This design comes from an exercise in tuning for small area and a short achievable clock period on the open sky130 flow, not from production work.
At most, simulation tests tie the RTL to the original design; equivalence was not proved.

==> inputs of exp/yarrow <==
==> flow/design.v <==
package vliw_issue_sched_pkg;
    localparam int SLOT_W   = 32;
    localparam int NREG     = 32;
    localparam int SB_W     = 2 * NREG;
    localparam int REG_W    = 5;
    localparam int V_BIT    = 31;
    localparam int BANK_BIT = 30;
    localparam int OP_LSB   = 24;
    localparam int RD_LSB   = 19;
    localparam int RS1_LSB  = 14;
    localparam int RS2_LSB  = 9;
    localparam int IMM_LSB  = 0;
    typedef enum logic {
        S_IDLE = 1'b0,
        S_HOLD = 1'b1
    } state_t;
endpackage
import vliw_issue_sched_pkg::*;
module vliw_scoreboard (
    input  logic            clk,
    input  logic            rst,
    input  logic            issue,
    input  logic [SB_W-1:0] dest_mask,
    output logic [SB_W-1:0] sb_busy,
    output logic            iss1,
    output logic            iss2
);
    always_ff @(posedge clk or posedge rst) begin
        if (rst) begin
            sb_busy <= '0;
            iss1    <= 1'b0;
            iss2    <= 1'b0;
        end else begin
            iss1    <= issue;
            iss2    <= iss1;
            sb_busy <= ((issue | iss1) ? dest_mask : '0) | (iss2 ? sb_busy : '0);
        end
    end
endmodule
import vliw_issue_sched_pkg::*;
module vis_inv   (input logic a, output logic y);             assign y = ~a;            endmodule
module vis_nand2 (input logic a, b, output logic y);          assign y = ~(a & b);      endmodule
module vis_nand3 (input logic a, b, c, output logic y);       assign y = ~(a & b & c);  endmodule
module vis_nand4 (input logic a, b, c, d, output logic y);    assign y = ~(a & b & c & d); endmodule
module vis_nor2  (input logic a, b, output logic y);          assign y = ~(a | b);      endmodule
module vis_or3   (input logic a, b, c, output logic y);       assign y = a | b | c;     endmodule
module vis_oa22  (input logic a1, a2, b1, b2, output logic y); assign y = (a1 | a2) & (b1 | b2);    endmodule
module vis_oai22 (input logic a1, a2, b1, b2, output logic y); assign y = ~((a1 | a2) & (b1 | b2)); endmodule
module vis_orn #(parameter int N = 13) (input logic [N-1:0] a, output logic y);
    assign y = |a;
endmodule
module vis_norn #(parameter int N = 13) (input logic [N-1:0] a, output logic y);
    assign y = ~|a;
endmodule
module vis_nandn #(parameter int N = 13) (input logic [N-1:0] a, output logic y);
    assign y = ~&a;
endmodule
module vis_pdec (
    input  logic       v,
    input  logic       bank,
    input  logic [4:0] rd, rs1, rs2,
    output logic [11:0] q_n,
    output logic [7:0] dhi_n, dlo_n,
    output logic [3:0] h1_n, h2_n,
    output logic [7:0] l1_n, l2_n
);
    logic [5:0] d_p, d_n;
    logic [4:0] s1_n, s2_n;
    logic [4:0] s1 [2], s2 [2];
    logic [5:0] d [2];
    assign d_p = {bank, rd};
    for (genvar b = 0; b < 6; b++) begin : g_di
        vis_inv u_i (.a(d_p[b]), .y(d_n[b]));
    end
    for (genvar b = 0; b < 5; b++) begin : g_si
        vis_inv u_1 (.a(rs1[b]), .y(s1_n[b]));
        vis_inv u_2 (.a(rs2[b]), .y(s2_n[b]));
    end
    assign d[0] = d_n;  assign d[1] = d_p;
    assign s1[0] = s1_n; assign s1[1] = rs1;
    assign s2[0] = s2_n; assign s2[1] = rs2;
    for (genvar k = 0; k < 4; k++) begin : g_k4
        vis_nand3 u_q0 (.a(v), .b(d[k/2][5]), .c(d[k%2][4]), .y(q_n[k]));
        vis_nand2 u_q1 (.a(d[k/2][3]), .b(d[k%2][2]), .y(q_n[4+k]));
        vis_nand2 u_q2 (.a(d[k/2][1]), .b(d[k%2][0]), .y(q_n[8+k]));
        vis_nand2 u_h1 (.a(s1[k/2][4]), .b(s1[k%2][3]), .y(h1_n[k]));
        vis_nand2 u_h2 (.a(s2[k/2][4]), .b(s2[k%2][3]), .y(h2_n[k]));
    end
    for (genvar k = 0; k < 8; k++) begin : g_k8
        vis_nand4 u_dh (.a(v), .b(d[k/4][5]), .c(d[(k/2)%2][4]), .d(d[k%2][3]), .y(dhi_n[k]));
        vis_nand3 u_dl (.a(d[k/4][2]),  .b(d[(k/2)%2][1]),  .c(d[k%2][0]),  .y(dlo_n[k]));
        vis_nand3 u_l1 (.a(s1[k/4][2]), .b(s1[(k/2)%2][1]), .c(s1[k%2][0]), .y(l1_n[k]));
        vis_nand3 u_l2 (.a(s2[k/4][2]), .b(s2[(k/2)%2][1]), .c(s2[k%2][0]), .y(l2_n[k]));
    end
endmodule
module vis_eqp (
    input  logic [11:0] a_n,
    input  logic [11:0] b_n,
    output logic        ne
);
    logic [2:0] t1, t2, p;
    for (genvar g = 0; g < 3; g++) begin : g_g
        vis_oai22 u_t1 (.a1(a_n[4*g+0]), .a2(b_n[4*g+0]), .b1(a_n[4*g+1]), .b2(b_n[4*g+1]), .y(t1[g]));
        vis_oai22 u_t2 (.a1(a_n[4*g+2]), .a2(b_n[4*g+2]), .b1(a_n[4*g+3]), .b2(b_n[4*g+3]), .y(t2[g]));
        vis_nor2  u_p  (.a(t1[g]), .b(t2[g]), .y(p[g]));
    end
    vis_or3 u_o (.a(p[0]), .b(p[1]), .c(p[2]), .y(ne));
endmodule
module vis_dup #(
    parameter int NLANE = 26
) (
    input  logic [12*NLANE-1:0] q_n,
    output logic [NLANE-1:0]    dup
);
    assign dup[0] = 1'b0;
    for (genvar i = 1; i < NLANE; i++) begin : g_i
        logic [i-1:0] ne;
        for (genvar j = 0; j < i; j++) begin : g_j
            vis_eqp u_eq (.a_n(q_n[12*i +: 12]), .b_n(q_n[12*j +: 12]), .ne(ne[j]));
        end
        vis_nandn #(.N(i)) u_any (.a(ne), .y(dup[i]));
    end
endmodule
module vis_dmask #(
    parameter int NLANE = 26
) (
    input  logic [8*NLANE-1:0] hi_n,
    input  logic [8*NLANE-1:0] lo_n,
    output logic [63:0]        mask
);
    localparam int NP = NLANE / 2;
    for (genvar r = 0; r < 64; r++) begin : g_r
        logic [NP-1:0] t;
        for (genvar p = 0; p < NP; p++) begin : g_p
            vis_oai22 u_c (
                .a1 (hi_n[8*(2*p)   + r/8]), .a2 (lo_n[8*(2*p)   + r%8]),
                .b1 (hi_n[8*(2*p+1) + r/8]), .b2 (lo_n[8*(2*p+1) + r%8]),
                .y  (t[p])
            );
        end
        vis_orn #(.N(NP)) u_or (.a(t), .y(mask[r]));
    end
endmodule
module vis_hit (
    input  logic [31:0] rn,
    input  logic [63:0] dq_n,
    input  logic        bank,
    output logic        hit
);
    logic [15:0] t0, t1;
    logic        h0, h1;
    for (genvar k = 0; k < 16; k++) begin : g_k
        vis_oai22 u_0 (.a1(rn[2*k]), .a2(dq_n[2*k]),      .b1(rn[2*k+1]), .b2(dq_n[2*k+1]),      .y(t0[k]));
        vis_oai22 u_1 (.a1(rn[2*k]), .a2(dq_n[32 + 2*k]), .b1(rn[2*k+1]), .b2(dq_n[32 + 2*k+1]), .y(t1[k]));
    end
    vis_orn #(.N(16)) u_o0 (.a(t0), .y(h0));
    vis_orn #(.N(16)) u_o1 (.a(t1), .y(h1));
    assign hit = bank ? h1 : h0;
endmodule
module vis_rsvec (
    input  logic [3:0] h1_n, h2_n,
    input  logic [7:0] l1_n, l2_n,
    output logic [31:0] rn
);
    for (genvar r = 0; r < 32; r++) begin : g_r
        vis_oa22 u_c (.a1(h1_n[r/8]), .a2(l1_n[r%8]), .b1(h2_n[r/8]), .b2(l2_n[r%8]), .y(rn[r]));
    end
endmodule
module vliw_issue_sched
#(
    parameter int NLANE   = 26,
    parameter int CNT_W   = 16
) (
    input  logic                    clk,
    input  logic                    rst,
    input  logic                    bundle_valid,
    output logic                    bundle_ready,
    input  logic [1023:0]           bundle,
    input  logic                    flush,
    output logic                    issue_valid,
    output logic [NLANE-1:0]        issue_lane_en,
    output logic [SLOT_W*NLANE-1:0] issue_slots,
    output logic [SB_W-1:0]         sb_busy,
    output logic [CNT_W-1:0]        stall_cycles,
    output logic                    err_waw
);
    vliw_issue_sched_pkg::state_t state;
    logic [SLOT_W*NLANE-1:0]   slots_q, slots_in;
    logic [NLANE-1:0]          v_in, bk_in, dup, vk, lane_v;
    logic [12*NLANE-1:0]       q_n;
    logic [8*NLANE-1:0]        dhi_n, dlo_n, l1_n, l2_n;
    logic [4*NLANE-1:0]        h1_n, h2_n;
    logic [NLANE-1:0]          hit;
    logic [SB_W-1:0]           dmask_in, dmask_q, dq_n;
    logic                      haz_in, haz_q, hazard, latch, issue, iss1, iss2, hold;
    generate
        if (SLOT_W * NLANE < 1024) begin : g_unused
            logic unused_bits;
            assign unused_bits = ^bundle[1023:SLOT_W*NLANE];
        end
    endgenerate
    for (genvar i = 0; i < NLANE; i++) begin : g_lane
        assign v_in[i]      = bundle[SLOT_W*i + V_BIT];
        assign bk_in[i]     = bundle[SLOT_W*i + BANK_BIT];
        vis_pdec u_pd (
            .v     (v_in[i]),
            .bank  (bk_in[i]),
            .rd    (bundle[SLOT_W*i + RD_LSB  +: REG_W]),
            .rs1   (bundle[SLOT_W*i + RS1_LSB +: REG_W]),
            .rs2   (bundle[SLOT_W*i + RS2_LSB +: REG_W]),
            .q_n   (q_n[12*i +: 12]),
            .dhi_n (dhi_n[8*i +: 8]),
            .dlo_n (dlo_n[8*i +: 8]),
            .h1_n  (h1_n[4*i +: 4]),
            .h2_n  (h2_n[4*i +: 4]),
            .l1_n  (l1_n[8*i +: 8]),
            .l2_n  (l2_n[8*i +: 8])
        );
        logic [31:0] rn;
        vis_rsvec u_rs (
            .h1_n (h1_n[4*i +: 4]), .h2_n (h2_n[4*i +: 4]),
            .l1_n (l1_n[8*i +: 8]), .l2_n (l2_n[8*i +: 8]),
            .rn   (rn)
        );
        vis_hit u_hit (.rn(rn), .dq_n(dq_n), .bank(bk_in[i]), .hit(hit[i]));
    end
    vis_dup #(.NLANE(NLANE)) u_dup (.q_n(q_n), .dup(dup));
    assign vk = v_in & ~dup;
    vis_dmask #(.NLANE(NLANE)) u_dm (.hi_n(dhi_n), .lo_n(dlo_n), .mask(dmask_in));
    assign dq_n = ~dmask_q;
    logic [NLANE:0] hz;
    for (genvar i = 0; i < NLANE; i++) begin : g_hz
        logic vh_n;
        assign vh_n = ~(iss1 & v_in[i] & hit[i]);
        vis_nor2 u_hz (.a(vh_n), .b(dup[i]), .y(hz[i]));
    end
    logic [SB_W-1:0] dd_n;
    for (genvar r = 0; r < SB_W; r++) begin : g_dd
        vis_nand3 u_dd (.a(iss1), .b(dmask_q[r]), .c(dmask_in[r]), .y(dd_n[r]));
    end
    vis_nandn #(.N(SB_W)) u_ddor (.a(dd_n), .y(hz[NLANE]));
    vis_orn #(.N(NLANE+1)) u_haz (.a(hz), .y(haz_in));
    always_comb begin
        slots_in = bundle[SLOT_W*NLANE-1:0];
        for (int i = 0; i < NLANE; i++) slots_in[SLOT_W*i + V_BIT] = vk[i];
        for (int i = 0; i < NLANE; i++) lane_v[i] = slots_q[SLOT_W*i + V_BIT];
    end
    assign hold         = (state == S_HOLD);
    assign bundle_ready = ~hold & ~flush;
    assign latch        = bundle_ready & bundle_valid;
    assign hazard       = hold & haz_q;
    assign issue        = hold & ~flush & ~hazard;
    logic nodup, err_d;
    vis_norn #(.N(NLANE)) u_nodup (.a(dup), .y(nodup));
    vis_nor2 u_err (.a(~latch), .b(nodup), .y(err_d));
    logic             ok_n;
    logic [NLANE-1:0] en_n;
    assign ok_n = ~(hold & ~haz_q);
    assign en_n = ~({NLANE{~ok_n}} & lane_v);
    vis_nor2 u_iv (.a(flush), .b(ok_n), .y(issue_valid));
    for (genvar i = 0; i < NLANE; i++) begin : g_en
        vis_nor2 u_en (.a(flush), .b(en_n[i]), .y(issue_lane_en[i]));
    end
    assign issue_slots   = slots_q;
    always_ff @(posedge clk or posedge rst) begin
        if (rst) begin
            state        <= S_IDLE;
            slots_q      <= '0;
            err_waw      <= 1'b0;
            stall_cycles <= '0;
        end else begin
            state   <= (latch | (hold & ~flush & hazard)) ? S_HOLD : S_IDLE;
            err_waw <= err_d;
            if (latch) slots_q <= slots_in;
            if (hazard && stall_cycles != '1)
                stall_cycles <= stall_cycles + 1'b1;
        end
    end
    always_ff @(posedge clk) begin
        haz_q <= haz_in;
        if (latch) dmask_q <= dmask_in;
    end
    vliw_scoreboard u_sb (
        .clk       (clk),
        .rst       (rst),
        .issue     (issue),
        .dest_mask (dmask_q),
        .sb_busy   (sb_busy),
        .iss1      (iss1),
        .iss2      (iss2)
    );
endmodule
==> flow/flow/run.sh <==
#!/bin/bash
# The standard layout (standard.sh), unchanged except that the port
# buffers that global placement inserts on every input and output are
# sky130_fd_sc_hd__buf_2 cells instead of the delay buffer the resizer
# picks by default. Make's full output goes to flow_make.log here; each
# ORFS step also keeps its own log under orfs/logs/.
set -euo pipefail
export BUFFER_PORTS_ARGS="-buffer_cell sky130_fd_sc_hd__buf_2"
bash standard.sh finish > flow_make.log 2>&1
==> flow/standard.sh <==
#!/bin/bash
# synth_recipe.tcl (not shown) runs the flow's synth.tcl, then flattens the netlist and writes it again
# the make line also repeats each setting of config.mk as NAME=value (left out here)
make -C /OpenROAD-flow-scripts/flow DESIGN_CONFIG=/design/flow/config.mk WORK_HOME=/design/flow/orfs CLKGATE_MAP_FILE= SYNTH_SCRIPT=/design/flow/synth_recipe.tcl "${@:-finish}"
==> flow/config.mk <==
export PLATFORM = sky130hd
export DESIGN_NAME = vliw_issue_sched
export DESIGN_NICKNAME = vliw_issue_sched
export VERILOG_FILES = /design/flow/design.v
export SDC_FILE = /design/flow/constraint.sdc
export NUM_CORES = 4
export LEC_CHECK = 0
export CAP_MARGIN = 30
export CORE_MARGIN = 2
export CORE_UTILIZATION = 28
export PLACE_DENSITY = 0.45
export SETUP_SLACK_MARGIN = 5
export SLEW_MARGIN = 30
export SYNTH_HIERARCHICAL = 1
==> flow/constraint.sdc <==
create_clock -name core_clock -period 10.0 [get_ports {clk}]
set_input_delay 2.0000 -clock core_clock [delete_from_list [all_inputs] [get_ports {clk}]]
set_output_delay 2.0000 -clock core_clock [all_outputs]
set_load 0.01 [all_outputs]
==> exp/amber (differences from exp/yarrow) <==
==> flow/design.v, changed modules only <==
module vliw_issue_sched
#(
    parameter int NLANE   = 26,
    parameter int CNT_W   = 16
) (
    input  logic                    clk,
    input  logic                    rst,
    input  logic                    bundle_valid,
    output logic                    bundle_ready,
    input  logic [1023:0]           bundle,
    input  logic                    flush,
    output logic                    issue_valid,
    output logic [NLANE-1:0]        issue_lane_en,
    output logic [SLOT_W*NLANE-1:0] issue_slots,
    output logic [SB_W-1:0]         sb_busy,
    output logic [CNT_W-1:0]        stall_cycles,
    output logic                    err_waw
);
    vliw_issue_sched_pkg::state_t state;
    logic [SLOT_W*NLANE-1:0]   slots_q, slots_in;
    logic [NLANE-1:0]          v_in, bk_in, dup, vk, lane_v;
    logic [12*NLANE-1:0]       q_n;
    logic [8*NLANE-1:0]        dhi_n, dlo_n, l1_n, l2_n;
    logic [4*NLANE-1:0]        h1_n, h2_n;
    logic [NLANE-1:0]          hit;
    logic [SB_W-1:0]           dmask_in, dmask_q, dq_n;
    logic                      haz_in, haz_q, hazard, latch, issue, iss1, iss2, hold;
    generate
        if (SLOT_W * NLANE < 1024) begin : g_unused
            logic unused_bits;
            assign unused_bits = ^bundle[1023:SLOT_W*NLANE];
        end
    endgenerate
    for (genvar i = 0; i < NLANE; i++) begin : g_lane
        assign v_in[i]      = bundle[SLOT_W*i + V_BIT];
        assign bk_in[i]     = bundle[SLOT_W*i + BANK_BIT];
        vis_pdec u_pd (
            .v     (v_in[i]),
            .bank  (bk_in[i]),
            .rd    (bundle[SLOT_W*i + RD_LSB  +: REG_W]),
            .rs1   (bundle[SLOT_W*i + RS1_LSB +: REG_W]),
            .rs2   (bundle[SLOT_W*i + RS2_LSB +: REG_W]),
            .q_n   (q_n[12*i +: 12]),
            .dhi_n (dhi_n[8*i +: 8]),
            .dlo_n (dlo_n[8*i +: 8]),
            .h1_n  (h1_n[4*i +: 4]),
            .h2_n  (h2_n[4*i +: 4]),
            .l1_n  (l1_n[8*i +: 8]),
            .l2_n  (l2_n[8*i +: 8])
        );
        logic [31:0] rn;
        vis_rsvec u_rs (
            .h1_n (h1_n[4*i +: 4]), .h2_n (h2_n[4*i +: 4]),
            .l1_n (l1_n[8*i +: 8]), .l2_n (l2_n[8*i +: 8]),
            .rn   (rn)
        );
        vis_hit u_hit (.rn(rn), .dq_n(dq_n), .bank(bk_in[i]), .hit(hit[i]));
    end
    vis_dup #(.NLANE(NLANE)) u_dup (.q_n(q_n), .dup(dup));
    assign vk = v_in & ~dup;
    vis_dmask #(.NLANE(NLANE)) u_dm (.hi_n(dhi_n), .lo_n(dlo_n), .mask(dmask_in));
    assign dq_n = ~dmask_q;
    assign haz_in = iss1 & ((|(vk & hit)) | (|(dmask_in & dmask_q)));
    always_comb begin
        slots_in = bundle[SLOT_W*NLANE-1:0];
        for (int i = 0; i < NLANE; i++) slots_in[SLOT_W*i + V_BIT] = vk[i];
        for (int i = 0; i < NLANE; i++) lane_v[i] = slots_q[SLOT_W*i + V_BIT];
    end
    assign hold         = (state == S_HOLD);
    assign bundle_ready = ~hold & ~flush;
    assign latch        = bundle_ready & bundle_valid;
    assign hazard       = hold & haz_q;
    assign issue        = hold & ~flush & ~hazard;
    assign issue_valid   = issue;
    assign issue_lane_en = issue ? lane_v : '0;
    assign issue_slots   = slots_q;
    always_ff @(posedge clk or posedge rst) begin
        if (rst) begin
            state        <= S_IDLE;
            slots_q      <= '0;
            err_waw      <= 1'b0;
            stall_cycles <= '0;
        end else begin
            state   <= (latch | (hold & ~flush & hazard)) ? S_HOLD : S_IDLE;
            err_waw <= latch && (|dup);
            if (latch) slots_q <= slots_in;
            if (hazard && stall_cycles != '1)
                stall_cycles <= stall_cycles + 1'b1;
        end
    end
    always_ff @(posedge clk) begin
        haz_q <= haz_in;
        if (latch) dmask_q <= dmask_in;
    end
    vliw_scoreboard u_sb (
        .clk       (clk),
        .rst       (rst),
        .issue     (issue),
        .dest_mask (dmask_q),
        .sb_busy   (sb_busy),
        .iss1      (iss1),
        .iss2      (iss2)
    );
endmodule
// module vis_norn removed
--- a/flow/config.mk
+++ b/flow/config.mk
@@ -9,3 +9,3 @@
 export CORE_MARGIN = 2
-export CORE_UTILIZATION = 28
+export CORE_UTILIZATION = 35
 export PLACE_DENSITY = 0.45
==> exp/willow (differences from exp/yarrow) <==
==> flow/design.v, changed modules only <==
module vliw_issue_sched
#(
    parameter int NLANE   = 26,
    parameter int CNT_W   = 16
) (
    input  logic                    clk,
    input  logic                    rst,
    input  logic                    bundle_valid,
    output logic                    bundle_ready,
    input  logic [1023:0]           bundle,
    input  logic                    flush,
    output logic                    issue_valid,
    output logic [NLANE-1:0]        issue_lane_en,
    output logic [SLOT_W*NLANE-1:0] issue_slots,
    output logic [SB_W-1:0]         sb_busy,
    output logic [CNT_W-1:0]        stall_cycles,
    output logic                    err_waw
);
    vliw_issue_sched_pkg::state_t state;
    logic [SLOT_W*NLANE-1:0]   slots_q, slots_in;
    logic [NLANE-1:0]          v_in, bk_in, dup, vk, lane_v, dup_q;
    logic                      latched_q;
    logic [12*NLANE-1:0]       q_n;
    logic [8*NLANE-1:0]        dhi_n, dlo_n, l1_n, l2_n;
    logic [4*NLANE-1:0]        h1_n, h2_n;
    logic [NLANE-1:0]          hit;
    logic [SB_W-1:0]           dmask_in, dmask_q, dq_n;
    logic                      haz_q, hazard, latch, issue, iss1, iss2, hold;
    generate
        if (SLOT_W * NLANE < 1024) begin : g_unused
            logic unused_bits;
            assign unused_bits = ^bundle[1023:SLOT_W*NLANE];
        end
    endgenerate
    for (genvar i = 0; i < NLANE; i++) begin : g_lane
        assign v_in[i]      = bundle[SLOT_W*i + V_BIT];
        assign bk_in[i]     = bundle[SLOT_W*i + BANK_BIT];
        vis_pdec u_pd (
            .v     (v_in[i]),
            .bank  (bk_in[i]),
            .rd    (bundle[SLOT_W*i + RD_LSB  +: REG_W]),
            .rs1   (bundle[SLOT_W*i + RS1_LSB +: REG_W]),
            .rs2   (bundle[SLOT_W*i + RS2_LSB +: REG_W]),
            .q_n   (q_n[12*i +: 12]),
            .dhi_n (dhi_n[8*i +: 8]),
            .dlo_n (dlo_n[8*i +: 8]),
            .h1_n  (h1_n[4*i +: 4]),
            .h2_n  (h2_n[4*i +: 4]),
            .l1_n  (l1_n[8*i +: 8]),
            .l2_n  (l2_n[8*i +: 8])
        );
        logic [31:0] rn;
        vis_rsvec u_rs (
            .h1_n (h1_n[4*i +: 4]), .h2_n (h2_n[4*i +: 4]),
            .l1_n (l1_n[8*i +: 8]), .l2_n (l2_n[8*i +: 8]),
            .rn   (rn)
        );
        vis_hit u_hit (.rn(rn), .dq_n(dq_n), .bank(bk_in[i]), .hit(hit[i]));
    end
    vis_dup #(.NLANE(NLANE)) u_dup (.q_n(q_n), .dup(dup));
    assign vk = v_in & ~dup;
    vis_dmask #(.NLANE(NLANE)) u_dm (.hi_n(dhi_n), .lo_n(dlo_n), .mask(dmask_in));
    assign dq_n = ~dmask_q;
    localparam int NG = SB_W / 4;
    logic [NLANE+NG-1:0] hz;
    for (genvar i = 0; i < NLANE; i++) begin : g_hz
        logic vh_n;
        assign vh_n = ~(iss1 & v_in[i] & hit[i]);
        vis_nor2 u_hz (.a(vh_n), .b(dup[i]), .y(hz[i]));
    end
    logic [SB_W-1:0] dd_n;
    for (genvar r = 0; r < SB_W; r++) begin : g_dd
        vis_nand3 u_dd (.a(iss1), .b(dmask_q[r]), .c(dmask_in[r]), .y(dd_n[r]));
    end
    for (genvar g = 0; g < NG; g++) begin : g_dg
        vis_nand4 u_dg (.a(dd_n[4*g]), .b(dd_n[4*g+1]), .c(dd_n[4*g+2]), .d(dd_n[4*g+3]), .y(hz[NLANE+g]));
    end
    logic [NLANE+NG-1:0] hz_q;
    vis_orn #(.N(NLANE+NG)) u_haz (.a(hz_q), .y(haz_q));
    always_comb begin
        slots_in    = bundle[SLOT_W*NLANE-1:0];
        issue_slots = slots_q;
        for (int i = 0; i < NLANE; i++) begin
            lane_v[i] = slots_q[SLOT_W*i + V_BIT] & ~dup_q[i];
            issue_slots[SLOT_W*i + V_BIT] = lane_v[i];
        end
    end
    assign hold         = (state == S_HOLD);
    assign bundle_ready = ~hold & ~flush;
    assign latch        = bundle_ready & bundle_valid;
    assign hazard       = hold & haz_q;
    assign issue        = hold & ~flush & ~hazard;
    assign err_waw = latched_q & (|dup_q);
    logic             ok_n;
    logic [NLANE-1:0] en_n;
    assign ok_n = ~(hold & ~haz_q);
    assign en_n = ~({NLANE{~ok_n}} & lane_v);
    vis_nor2 u_iv (.a(flush), .b(ok_n), .y(issue_valid));
    for (genvar i = 0; i < NLANE; i++) begin : g_en
        vis_nor2 u_en (.a(flush), .b(en_n[i]), .y(issue_lane_en[i]));
    end
    always_ff @(posedge clk or posedge rst) begin
        if (rst) begin
            state        <= S_IDLE;
            slots_q      <= '0;
            latched_q    <= 1'b0;
            stall_cycles <= '0;
        end else begin
            state   <= (latch | (hold & ~flush & hazard)) ? S_HOLD : S_IDLE;
            latched_q <= latch;
            if (latch) slots_q <= slots_in;
            if (hazard && stall_cycles != '1)
                stall_cycles <= stall_cycles + 1'b1;
        end
    end
    always_ff @(posedge clk) begin
        hz_q <= hz;
        if (latch) begin
            dmask_q <= dmask_in;
            dup_q   <= dup;
        end
    end
    vliw_scoreboard u_sb (
        .clk       (clk),
        .rst       (rst),
        .issue     (issue),
        .dest_mask (dmask_q),
        .sb_busy   (sb_busy),
        .iss1      (iss1),
        .iss2      (iss2)
    );
endmodule
--- a/flow/config.mk
+++ b/flow/config.mk
@@ -10,2 +10,3 @@
 export CORE_UTILIZATION = 28
+export CTS_BUF_LIST = sky130_fd_sc_hd__clkbuf_4 sky130_fd_sc_hd__clkbuf_8
 export PLACE_DENSITY = 0.45
==> results by group <==
CTS
  • Post-CTS Setup Bufs: between 200 and 250
  • Number of gates resized after CTS: 409
  • H-Tree Depth: 3

Placement
  • Placed Cells: ~19k

Layout
  • Biggest regs: slots_q (832), dmask_q (64), u_sb.sb_busy (64)
  • Utilization after layout: 36.97%

Run status
  • Outcome: timing/DRC/antenna clean

Critical path
  • RR Endpoint: haz_q$_DFF_P_
[end of results for exp/yarrow]
==> results by group <==
Critical path
  • Crit path kind: register to output port
  • Critical path endpoint category: output port
  • RR Endpoint: hz_q[0]$_DFF_P_
  • Worst r2r path cells: 8

Layout
  • Fill count: 35.56k
  • Utilization after layout: 33.42%
  • Biggest regs: slots_q (832), dmask_q (64), u_sb.sb_busy (64)

Run status
  • Outcome: timing/DRC/antenna clean

Route
  • Top layer in use: met5

Placement
  • Placed Cells: 17.11k

CTS
  • H-Tree Depth: 4
  • Post-CTS Setup Bufs: 4
  • Number of gates resized after CTS: 36

STA
  • Setup ws final: between 4000 and 5000 ps
[end of results for exp/willow]
==> results by group <==
Synthesis
  • EDFF count, synth: 64
  • Synth top area cells: dfrtp_1 27%, o22ai_1 26%, nand2_1 13%
  • Post-Syn Area: 85,790 sq um
  • Compound-Gate Fraction of Synth Area: 36.12%
  • Ys Warns: 15
  • Synth Area per Inst: ~7 sq um
  • Top-count cell post-synth: o22ai_1
  • Multiplexer share of the synthesized area: 0.4725%
  • Async SR Flop Fraction: 93.37%

Run status
  • Outcome: did not finish
  • Last stage reached: 3_2_place_iop
  • Err: [ERROR PPL-0024] Number of IO pins (1969) exceeds maximum number of available positions (1808). Increase the die perimeter from 1996.40um to 2677.84um.

Die
  • Die span in x: 499.1 microns
  • Starting Density: 35.24%
[end of results for exp/amber]
The RTL of exp/amber was laid out without a check of its function.

==> port drivers added, routing unchanged <==
Ports are ideal in the flow. The routed layouts listed here were re-timed in OpenROAD.
Step 1: set_driving_cell puts a clkbuf_16 on clk and a buf_2 on each other input, an assumption about the parent block.
Step 2 also shifts input and output timing later by t, the mid clock arrival at the registers, as if the neighbouring blocks saw the same clock.
Three values: ideal ports, drivers, drivers and shift; two values: the first two.
| run | shift t [ns] | slack for setup (ns) | hold WS [ns] |
|---|---|---|---|
| exp/yarrow | 1.067 | 4.303 / 3.997 / 2.929 | 0.467 / 0.467 / 0.467 |
| exp/willow | 1.244 | 4.211 / 4.079 / 3.972 | 0.481 / 0.481 / 0.481 |
After both steps every run listed still meets setup and hold. For exp/yarrow, which loses most, drivers alone change the setup slack by -0.306 ns; drivers and shift together by -1.374 ns.
